This is an optimization exercise on Yosys and OpenROAD, whose aim is a short achievable clock period and few clock cycles, not a production implementation. At most, simulation tests tie the RTL to the original design; equivalence was not proved. No activity file was given, so power comes from the tool's default toggle rates.

==> job 6513: inputs <==
==> flow/design.v <==
    typedef logic [31:0] word_t;
    typedef logic [4:0]  reg_idx_t;
    typedef logic [4:0] opcode_t;
    localparam logic [4:0] op_alu = 5'b00000;
    localparam logic [4:0] op_j = 5'b00001;
    localparam logic [4:0] op_bne = 5'b00010;
    localparam logic [4:0] op_jal = 5'b00011;
    localparam logic [4:0] op_jr = 5'b00100;
    localparam logic [4:0] op_addi = 5'b00101;
    localparam logic [4:0] op_blt = 5'b00110;
    localparam logic [4:0] op_sw = 5'b00111;
    localparam logic [4:0] op_lw = 5'b01000;
    typedef logic [4:0] alu_op_t;
    localparam logic [4:0] alu_add = 5'b00000;
    localparam logic [4:0] alu_sub = 5'b00001;
    localparam logic [4:0] alu_and = 5'b00010;
    localparam logic [4:0] alu_or = 5'b00011;
    localparam logic [4:0] alu_sll = 5'b00100;
    localparam logic [4:0] alu_sra = 5'b00101;
    typedef logic [1:0] fwd_sel_t;
    localparam logic [1:0] fwd_none = 2'b00;
    localparam logic [1:0] fwd_mem = 2'b01;
    localparam logic [1:0] fwd_wb = 2'b10;
    localparam int OPCODE_HI = 31;
    localparam int OPCODE_LO = 27;
    localparam int RD_HI     = 26;
    localparam int RD_LO     = 22;
    localparam int RS_HI     = 21;
    localparam int RS_LO     = 17;
    localparam int RT_HI     = 16;
    localparam int RT_LO     = 12;
    localparam int SHAMT_HI  = 11;
    localparam int SHAMT_LO  = 7;
    localparam int ALUOP_HI  = 6;
    localparam int ALUOP_LO  = 2;
    localparam int IMM_W     = 17;
    localparam int TARGET_W  = 27;
    localparam logic [4:0] REG_RA = 5'd31;
    localparam logic [31:0] NOP_INSTR = 32'h0000_0000;
    function automatic logic writes_reg(logic [4:0] op);
        writes_reg = op == op_alu || op == op_addi || op == op_lw || op == op_jal;
    endfunction
    function automatic logic reads_rd(logic [4:0] op);
        reads_rd = op == op_bne || op == op_blt || op == op_jr || op == op_sw;
    endfunction
`timescale 1ns/1ps
module processor (
    input  logic            clock,
    input  logic            rst_n,
    output logic [31:0] imem_addr,
    input  logic [31:0] imem_data,
    output logic [31:0] dmem_addr,
    output logic [31:0] dmem_wdata,
    output logic            dmem_wen,
    input  logic [31:0] dmem_rdata
);
    typedef logic [31:0] word_t;
    typedef logic [4:0]  reg_idx_t;
    typedef logic [4:0] opcode_t;
    localparam logic [4:0] op_alu = 5'b00000;
    localparam logic [4:0] op_j = 5'b00001;
    localparam logic [4:0] op_bne = 5'b00010;
    localparam logic [4:0] op_jal = 5'b00011;
    localparam logic [4:0] op_jr = 5'b00100;
    localparam logic [4:0] op_addi = 5'b00101;
    localparam logic [4:0] op_blt = 5'b00110;
    localparam logic [4:0] op_sw = 5'b00111;
    localparam logic [4:0] op_lw = 5'b01000;
    typedef logic [4:0] alu_op_t;
    localparam logic [4:0] alu_add = 5'b00000;
    localparam logic [4:0] alu_sub = 5'b00001;
    localparam logic [4:0] alu_and = 5'b00010;
    localparam logic [4:0] alu_or = 5'b00011;
    localparam logic [4:0] alu_sll = 5'b00100;
    localparam logic [4:0] alu_sra = 5'b00101;
    typedef logic [1:0] fwd_sel_t;
    localparam logic [1:0] fwd_none = 2'b00;
    localparam logic [1:0] fwd_mem = 2'b01;
    localparam logic [1:0] fwd_wb = 2'b10;
    localparam int OPCODE_HI = 31;
    localparam int OPCODE_LO = 27;
    localparam int RD_HI     = 26;
    localparam int RD_LO     = 22;
    localparam int RS_HI     = 21;
    localparam int RS_LO     = 17;
    localparam int RT_HI     = 16;
    localparam int RT_LO     = 12;
    localparam int SHAMT_HI  = 11;
    localparam int SHAMT_LO  = 7;
    localparam int ALUOP_HI  = 6;
    localparam int ALUOP_LO  = 2;
    localparam int IMM_W     = 17;
    localparam int TARGET_W  = 27;
    localparam logic [4:0] REG_RA = 5'd31;
    localparam logic [31:0] NOP_INSTR = 32'h0000_0000;
    function automatic logic writes_reg(logic [4:0] op);
        writes_reg = op == op_alu || op == op_addi || op == op_lw || op == op_jal;
    endfunction
    function automatic logic reads_rd(logic [4:0] op);
        reads_rd = op == op_bne || op == op_blt || op == op_jr || op == op_sw;
    endfunction
    localparam int RAS_N = 4;
    word_t    pc;
    word_t    ras [RAS_N];
    word_t    regs [1:31];
    logic     dx_valid;
    word_t    dx_a, dx_b, dx_c;
    logic     dx_a_m, dx_a_w, dx_b_m, dx_b_w, dx_c_m, dx_c_w;
    logic     dx_add, dx_sub, dx_and, dx_or, dx_sll, dx_sra;
    logic [4:0] dx_sh;
    logic     dx_bne, dx_blt, dx_jr, dx_sw, dx_lw;
    logic     dx_pred;
    logic     dx_fwdbr;
    logic [4:0] dx_hidx;
    word_t    dx_alt;
    reg_idx_t dx_dest;       
    logic     dx_s_late;     
    word_t    xm_result;
    word_t    xm_store;
    reg_idx_t xm_dest;
    logic     xm_lw, xm_sw;
    word_t    mw_value;
    reg_idx_t mw_dest;
    word_t    ins;
    opcode_t  f_op;
    reg_idx_t f_rd, f_rs, f_rt;
    word_t    f_imm, f_pc1, f_tgt, f_pred_next;
    logic     f_is_alu, f_is_j, f_is_bne, f_is_jal, f_is_jr, f_is_addi, f_is_blt, f_is_sw, f_is_lw;
    logic     f_br, f_uses_rs, f_uses_rt, f_uses_rd, f_pred;
    alu_op_t  f_fn;
    reg_idx_t f_dest;
    logic     stall, mispredict, f_adv;
    word_t    redirect;
    word_t    rv_s, rv_t, rv_d;
    assign imem_addr = pc;
    assign ins  = imem_data;
    assign f_op = ins[OPCODE_HI:OPCODE_LO];
    assign f_rd = ins[RD_HI:RD_LO];
    assign f_rs = ins[RS_HI:RS_LO];
    assign f_rt = ins[RT_HI:RT_LO];
    assign f_fn = ins[ALUOP_HI:ALUOP_LO];
    assign f_imm = {{(32 - IMM_W){ins[IMM_W-1]}}, ins[IMM_W-1:0]};
    assign f_is_alu  = f_op == op_alu;
    assign f_is_j    = f_op == op_j;
    assign f_is_bne  = f_op == op_bne;
    assign f_is_jal  = f_op == op_jal;
    assign f_is_jr   = f_op == op_jr;
    assign f_is_addi = f_op == op_addi;
    assign f_is_blt  = f_op == op_blt;
    assign f_is_sw   = f_op == op_sw;
    assign f_is_lw   = f_op == op_lw;
    assign f_br      = f_is_bne || f_is_blt;
    assign f_uses_rs = f_is_alu || f_is_addi || f_is_lw || f_is_sw || f_br;
    assign f_uses_rt = f_is_alu;
    assign f_uses_rd = f_br || f_is_jr || f_is_sw;
    assign f_dest    = f_is_jal ? REG_RA : (f_is_alu || f_is_addi || f_is_lw) ? f_rd : 5'd0;
    assign f_pc1 = pc + 32'd1;
    always_comb begin
        logic [31:0] g, p, gg, pp, gn, pn;
        g = pc & f_imm;
        p = pc ^ f_imm;
        gg = g;
        pp = p;
        gg[0] = g[0] | p[0];
        for (int d = 1; d < 32; d = d * 2) begin
            gn = gg;
            pn = pp;
            for (int i = d; i < 32; i++) begin
                gn[i] = gg[i] | (pp[i] & gg[i-d]);
                pn[i] = pp[i] & pp[i-d];
            end
            gg = gn;
            pp = pn;
        end
        f_tgt = p ^ {gg[30:0], 1'b1};
    end
    logic     fbp [32];
    logic [4:0] f_hidx;
    assign f_hidx = pc[4:0] ^ pc[9:5] ^ pc[14:10];
    assign f_pred = f_br && (ins[16] || fbp[f_hidx]);
    always_comb begin
        if (f_is_j || f_is_jal)  f_pred_next = {{(32 - TARGET_W){1'b0}}, ins[TARGET_W-1:0]};
        else if (f_is_jr)        f_pred_next = ras[0];
        else if (f_pred)         f_pred_next = f_tgt;
        else                     f_pred_next = f_pc1;
    end
    function automatic word_t rread(reg_idx_t a, reg_idx_t wd, word_t wv);
        if (a == 5'd0)      rread = '0;
        else if (wd == a)   rread = wv;
        else                rread = regs[a];
    endfunction
    assign rv_s = rread(f_rs, mw_dest, mw_value);
    assign rv_t = rread(f_rt, mw_dest, mw_value);
    assign rv_d = rread(f_rd, mw_dest, mw_value);
    assign stall = dx_lw && dx_dest != 5'd0 && (
        (f_uses_rs && f_rs == dx_dest) ||
        (f_uses_rt && f_rt == dx_dest) ||
        ((f_br || f_is_jr) && f_rd == dx_dest));
    assign f_adv = !mispredict && !stall;
    function automatic logic hit(logic used, reg_idx_t src, reg_idx_t dst);
        hit = used && dst != 5'd0 && src == dst;
    endfunction
    always_ff @(posedge clock) begin
        if (!rst_n) begin
            pc <= '0;
        end else if (mispredict) begin
            pc <= redirect;
        end else if (!stall) begin
            pc <= f_pred_next;
        end
    end
    always_ff @(posedge clock) begin
        if (!rst_n) begin
            for (int i = 0; i < RAS_N; i++) ras[i] <= '0;
        end else if (f_adv && f_is_jal) begin
            ras[0] <= f_pc1;
            for (int i = 1; i < RAS_N; i++) ras[i] <= ras[i-1];
        end else if (f_adv && f_is_jr) begin
            for (int i = 0; i < RAS_N - 1; i++) ras[i] <= ras[i+1];
            ras[RAS_N-1] <= '0;
        end
    end
    always_ff @(posedge clock) begin
        if (!rst_n || !f_adv) begin
            dx_valid <= 1'b0;
            dx_dest  <= 5'd0;
            dx_bne   <= 1'b0;
            dx_fwdbr <= 1'b0;
            dx_blt   <= 1'b0;
            dx_jr    <= 1'b0;
            dx_sw    <= 1'b0;
            dx_lw    <= 1'b0;
        end else begin
            dx_valid <= 1'b1;
            dx_dest  <= f_dest;
            dx_bne   <= f_is_bne;
            dx_fwdbr <= f_br && !ins[16];
            dx_blt   <= f_is_blt;
            dx_jr    <= f_is_jr;
            dx_sw    <= f_is_sw;
            dx_lw    <= f_is_lw;
        end
    end
    always_ff @(posedge clock) begin
        dx_a   <= f_is_jal ? '0 : rv_s;
        dx_b   <= f_is_alu ? rv_t : f_is_jal ? f_pc1 : f_imm;
        dx_c   <= rv_d;
        dx_a_m <= hit(f_uses_rs, f_rs, dx_dest);
        dx_a_w <= hit(f_uses_rs, f_rs, xm_dest);
        dx_b_m <= hit(f_uses_rt, f_rt, dx_dest);
        dx_b_w <= hit(f_uses_rt, f_rt, xm_dest);
        dx_c_m <= hit(f_uses_rd, f_rd, dx_dest) && !dx_lw;
        dx_c_w <= hit(f_uses_rd, f_rd, xm_dest);
        dx_s_late <= f_is_sw && dx_lw && dx_dest != 5'd0 && f_rd == dx_dest;
        dx_add <= !f_is_alu || !(f_fn == alu_sub || f_fn == alu_and || f_fn == alu_or ||
                                 f_fn == alu_sll || f_fn == alu_sra);
        dx_sub <= f_is_alu && f_fn == alu_sub;
        dx_and <= f_is_alu && f_fn == alu_and;
        dx_or  <= f_is_alu && f_fn == alu_or;
        dx_sll <= f_is_alu && f_fn == alu_sll;
        dx_sra <= f_is_alu && f_fn == alu_sra;
        dx_sh  <= ins[SHAMT_HI:SHAMT_LO];
        dx_pred <= f_pred;
        dx_hidx <= f_hidx;
        dx_alt <= f_is_jr ? ras[0] : f_pred ? f_pc1 : f_tgt;
    end
    word_t x_a, x_b, x_c, x_result;
    logic  x_neq, x_gt, x_taken;
    assign x_a = dx_a_m ? xm_result : dx_a_w ? mw_value : dx_a;
    assign x_b = dx_b_m ? xm_result : dx_b_w ? mw_value : dx_b;
    assign x_c = dx_c_m ? xm_result : dx_c_w ? mw_value : dx_c;
    always_comb begin
        x_result = '0;
        if (dx_add) x_result = x_result | (x_a + x_b);
        if (dx_sub) x_result = x_result | (x_a - x_b);
        if (dx_and) x_result = x_result | (x_a & x_b);
        if (dx_or)  x_result = x_result | (x_a | x_b);
        if (dx_sll) x_result = x_result | (x_a << dx_sh);
        if (dx_sra) x_result = x_result | word_t'($signed(x_a) >>> dx_sh);
    end
    assign x_neq   = x_a != x_c;
    assign x_gt    = $signed(x_a) > $signed(x_c);
    assign x_taken = (dx_bne && x_neq) || (dx_blt && x_gt);
    assign mispredict = dx_valid && (((dx_bne || dx_blt) && (x_taken != dx_pred)) ||
                                     (dx_jr && x_c != dx_alt));
    assign redirect = dx_jr ? x_c : dx_alt;
    always_ff @(posedge clock) begin
        if (!rst_n) begin
            for (int i = 0; i < 32; i++) fbp[i] <= 1'b0;
        end else if (dx_fwdbr) begin
            fbp[dx_hidx] <= x_taken;
        end
    end
    always_ff @(posedge clock) begin
        if (!rst_n) begin
            xm_dest <= 5'd0;
            xm_lw   <= 1'b0;
            xm_sw   <= 1'b0;
        end else begin
            xm_dest <= dx_dest;
            xm_lw   <= dx_lw;
            xm_sw   <= dx_sw;
        end
    end
    always_ff @(posedge clock) begin
        xm_result <= x_result;
        xm_store  <= dx_s_late ? dmem_rdata : x_c;
    end
    assign dmem_addr  = xm_result;
    assign dmem_wdata = xm_store;
    assign dmem_wen   = xm_sw;
    always_ff @(posedge clock) begin
        if (!rst_n) begin
            mw_dest <= 5'd0;
        end else begin
            mw_dest <= xm_dest;
        end
    end
    always_ff @(posedge clock) begin
        mw_value <= xm_lw ? dmem_rdata : xm_result;
    end
    always_ff @(posedge clock) begin
        if (!rst_n) begin
            for (int i = 1; i < 32; i++) regs[i] <= '0;
        end else if (mw_dest != 5'd0) begin
            regs[mw_dest] <= mw_value;
        end
    end
endmodule
==> flow/run.sh <==
#!/bin/bash
# synth_recipe.tcl (not shown) runs the flow's synth.tcl, then flattens the netlist and writes it again
# the make line also repeats each setting of config.mk as NAME=value (left out here)
make -C /OpenROAD-flow-scripts/flow DESIGN_CONFIG=/design/flow/config.mk WORK_HOME=/design/flow/orfs CLKGATE_MAP_FILE= SYNTH_SCRIPT=/design/flow/synth_recipe.tcl finish
==> flow/config.mk <==
export PLATFORM = sky130hd
export DESIGN_NAME = processor
export DESIGN_NICKNAME = processor
export VERILOG_FILES = /design/flow/design.v
export SDC_FILE = /design/flow/constraint.sdc
export NUM_CORES = 4
export LEC_CHECK = 0
export CAP_MARGIN = 20
export CORE_MARGIN = 2
export CORE_UTILIZATION = 40
export SETUP_SLACK_MARGIN = 4.0
export SLEW_MARGIN = 20
==> flow/constraint.sdc <==
create_clock -name core_clock -period 7.5 [get_ports {clock}]
set_input_delay 1.5000 -clock core_clock [delete_from_list [all_inputs] [get_ports {clock}]]
set_output_delay 1.5000 -clock core_clock [all_outputs]
set_load 0.01 [all_outputs]
==> inputs of job 5683, as changes to job 6513 <==
--- a/flow/design.v
+++ b/flow/design.v
@@ -110,15 +110,13 @@
     logic [4:0] dx_sh;
     logic     dx_bne, dx_blt, dx_jr, dx_sw, dx_lw;
     logic     dx_pred;
-    logic     dx_fwdbr;
-    logic [4:0] dx_hidx;
     word_t    dx_alt;
     reg_idx_t dx_dest;       
     logic     dx_s_late;     
     word_t    xm_result;
     word_t    xm_store;
     reg_idx_t xm_dest;
-    logic     xm_lw, xm_sw;
+    logic     xm_lw, xm_sw, xm_s_late;
     word_t    mw_value;
     reg_idx_t mw_dest;
     word_t    ins;
@@ -154,30 +152,23 @@
     assign f_uses_rt = f_is_alu;
     assign f_uses_rd = f_br || f_is_jr || f_is_sw;
     assign f_dest    = f_is_jal ? REG_RA : (f_is_alu || f_is_addi || f_is_lw) ? f_rd : 5'd0;
-    assign f_pc1 = pc + 32'd1;
+    word_t    pc1_r;
+    logic [17:0] lo_sum;
+    logic [14:0] hi_same, hi_inc, hi_dec;
+    assign f_pc1   = pc + 32'd1;
+    assign lo_sum  = {1'b0, f_pc1[16:0]} + {1'b0, ins[16:0]};
+    assign hi_same = f_pc1[31:17];
+    assign hi_inc  = f_pc1[31:17] + 15'd1;
+    assign hi_dec  = f_pc1[31:17] - 15'd1;
     always_comb begin
-        logic [31:0] g, p, gg, pp, gn, pn;
-        g = pc & f_imm;
-        p = pc ^ f_imm;
-        gg = g;
-        pp = p;
-        gg[0] = g[0] | p[0];
-        for (int d = 1; d < 32; d = d * 2) begin
-            gn = gg;
-            pn = pp;
-            for (int i = d; i < 32; i++) begin
-                gn[i] = gg[i] | (pp[i] & gg[i-d]);
-                pn[i] = pp[i] & pp[i-d];
-            end
-            gg = gn;
-            pp = pn;
-        end
-        f_tgt = p ^ {gg[30:0], 1'b1};
+        case ({ins[16], lo_sum[17]})
+            2'b00:   f_tgt = {hi_same, lo_sum[16:0]};
+            2'b01:   f_tgt = {hi_inc,  lo_sum[16:0]};
+            2'b10:   f_tgt = {hi_dec,  lo_sum[16:0]};
+            default: f_tgt = {hi_same, lo_sum[16:0]};
+        endcase
     end
-    logic     fbp [32];
-    logic [4:0] f_hidx;
-    assign f_hidx = pc[4:0] ^ pc[9:5] ^ pc[14:10];
-    assign f_pred = f_br && (ins[16] || fbp[f_hidx]);
+    assign f_pred = f_br && ins[16];
     always_comb begin
         if (f_is_j || f_is_jal)  f_pred_next = {{(32 - TARGET_W){1'b0}}, ins[TARGET_W-1:0]};
         else if (f_is_jr)        f_pred_next = ras[0];
@@ -225,7 +216,6 @@
             dx_valid <= 1'b0;
             dx_dest  <= 5'd0;
             dx_bne   <= 1'b0;
-            dx_fwdbr <= 1'b0;
             dx_blt   <= 1'b0;
             dx_jr    <= 1'b0;
             dx_sw    <= 1'b0;
@@ -234,7 +224,6 @@
             dx_valid <= 1'b1;
             dx_dest  <= f_dest;
             dx_bne   <= f_is_bne;
-            dx_fwdbr <= f_br && !ins[16];
             dx_blt   <= f_is_blt;
             dx_jr    <= f_is_jr;
             dx_sw    <= f_is_sw;
@@ -261,7 +250,6 @@
         dx_sra <= f_is_alu && f_fn == alu_sra;
         dx_sh  <= ins[SHAMT_HI:SHAMT_LO];
         dx_pred <= f_pred;
-        dx_hidx <= f_hidx;
         dx_alt <= f_is_jr ? ras[0] : f_pred ? f_pc1 : f_tgt;
     end
     word_t x_a, x_b, x_c, x_result;
@@ -286,13 +274,6 @@
     assign redirect = dx_jr ? x_c : dx_alt;
     always_ff @(posedge clock) begin
         if (!rst_n) begin
-            for (int i = 0; i < 32; i++) fbp[i] <= 1'b0;
-        end else if (dx_fwdbr) begin
-            fbp[dx_hidx] <= x_taken;
-        end
-    end
-    always_ff @(posedge clock) begin
-        if (!rst_n) begin
             xm_dest <= 5'd0;
             xm_lw   <= 1'b0;
             xm_sw   <= 1'b0;
@@ -304,10 +285,11 @@
     end
     always_ff @(posedge clock) begin
         xm_result <= x_result;
-        xm_store  <= dx_s_late ? dmem_rdata : x_c;
+        xm_store  <= x_c;
+        xm_s_late <= dx_s_late;
     end
     assign dmem_addr  = xm_result;
-    assign dmem_wdata = xm_store;
+    assign dmem_wdata = xm_s_late ? mw_value : xm_store;
     assign dmem_wen   = xm_sw;
     always_ff @(posedge clock) begin
         if (!rst_n) begin
SETUP_SLACK_MARGIN = unset   (was 4.0)
==> run summary <==
mean routed wirelength per cell 36.90 um; combinational logic power slightly above 6000 uW; mux share of post-synthesis cell area 28.44%; number of antenna violations at the first check in global routing 46; area of combinational cells with multiple inputs 49670 sq um; placed instance count about 10000; horizontal die dimension 482.7 um; number of violations reported at the end of detailed-routing iteration 0 10360; run status no timing/DRC/antenna violations; Skew-Pair Late Insertion Delay 0.87 ns; wire length of the first global-routing pass 535100 um; most common library cells after synthesis edfxtp_1, and2_1, mux4_2, clkbuf_1, nand2_1; fraction of standard cell area in multi-input logic 48.12%; critical path fanouts, max 7; vertical die dimension 482.7 um; number of resized instances in the post-cts repair step 0; relative contribution of combinational cells to total power 24.8%; post-route worst hold slack ~0.27 ns; Power Total 24390 uW; diode count 11; transition at the pin with the smallest max-transition slack 1.212 ns; critical path cell sequence nand4_2 -> nor4_2 -> buf_4 -> nand3_1 -> xnor2_1 -> ha_1 -> or2_2 -> a21oi_1 -> a31oi_1 -> a21o_1 -> a21oi_1 -> ha_1 -> inv_1 -> xnor2_1 -> ha_1 -> a211oi_1 -> nor2b_1 -> a211o_1 -> a211oi_2 -> o211ai_1 -> a2111oi_2 -> buf_4 -> o31a_1 -> o31ai_1
Source of the figures above: job 5683

==> run summary <==
combinational logic power 6650 uW; transition at the pin with the smallest max-transition slack 1.217 ns; vertical die dimension 486.8 um; wire length of the first global-routing pass 556400 um; run status no timing/DRC/antenna violations; Power Total 25370 uW; mean routed wirelength per cell 37.52 um; number of antenna violations at the first check in global routing slightly above 50; diode count 29; fraction of standard cell area in multi-input logic 48.09%; Net Sw Frac 33.64%; placed instance count 10220; area of combinational cells with multiple inputs 53870 sq um; critical path cell sequence buf_4 -> nor2_1 -> a21oi_2 -> ha_4 -> a21oi_1 -> o21ai_1 -> a221oi_2 -> nor3_4 -> o21ai_2 -> o21ai_4 -> or4_4 -> o2111ai_4 -> buf_12 -> a21oi_4 -> buf_12 -> clkbuf_16 -> o211a_1; mux share of post-synthesis cell area 28.03%; most common library cells after synthesis and2_1, edfxtp_1, mux4_2, clkbuf_1, dfxtp_1; Pre-Repair DR Iteration Count 7; post-route worst hold slack roughly 0.46 ns; number of resized instances in the post-cts repair step 612; critical path fanouts, max 33; Skew-Pair Late Insertion Delay 0.89 ns
Source of the figures above: job 6513

Testbench counts of job 5683, summed over its fixed seeds: cycles 32,990.
No functional check of the RTL was part of job 6513.

## port drivers added, routing unchanged
How much do the figures lean on ideal ports? The routed layouts below were timed once more, with nothing changed but the port constraints.
Step 1, drivers: a clkbuf_16 drives clock and a buf_2 each remaining input, both assumed.
Step 2 moves the port delays by t, midway between the first and last clock arrival at a register: inputs arrive t later, outputs are due t later. That takes back most of the time a late clock gives input paths.
a / b / c = no drivers / after step 1 / after step 2; a / b = the first two.
run | t (ns) | slack for setup (ns) | hold slack, ns | worst setup path after step 2 | worst slew at a driven data input, ns
job 6513 | 0.948 | 3.107 / 3.107 / 2.285 | 0.458 / 0.458 / 0.458 | input to register | 0.45
job 5683 | 0.912 | 1.002 / 1.002 / 0.186 | 0.269 / 0.269 / 0.269 | input to register | 0.15
After both steps every run listed still meets setup and hold. For job 6513, which loses most, drivers alone change the setup slack by 0.000 ns; drivers and shift together by -0.822 ns.
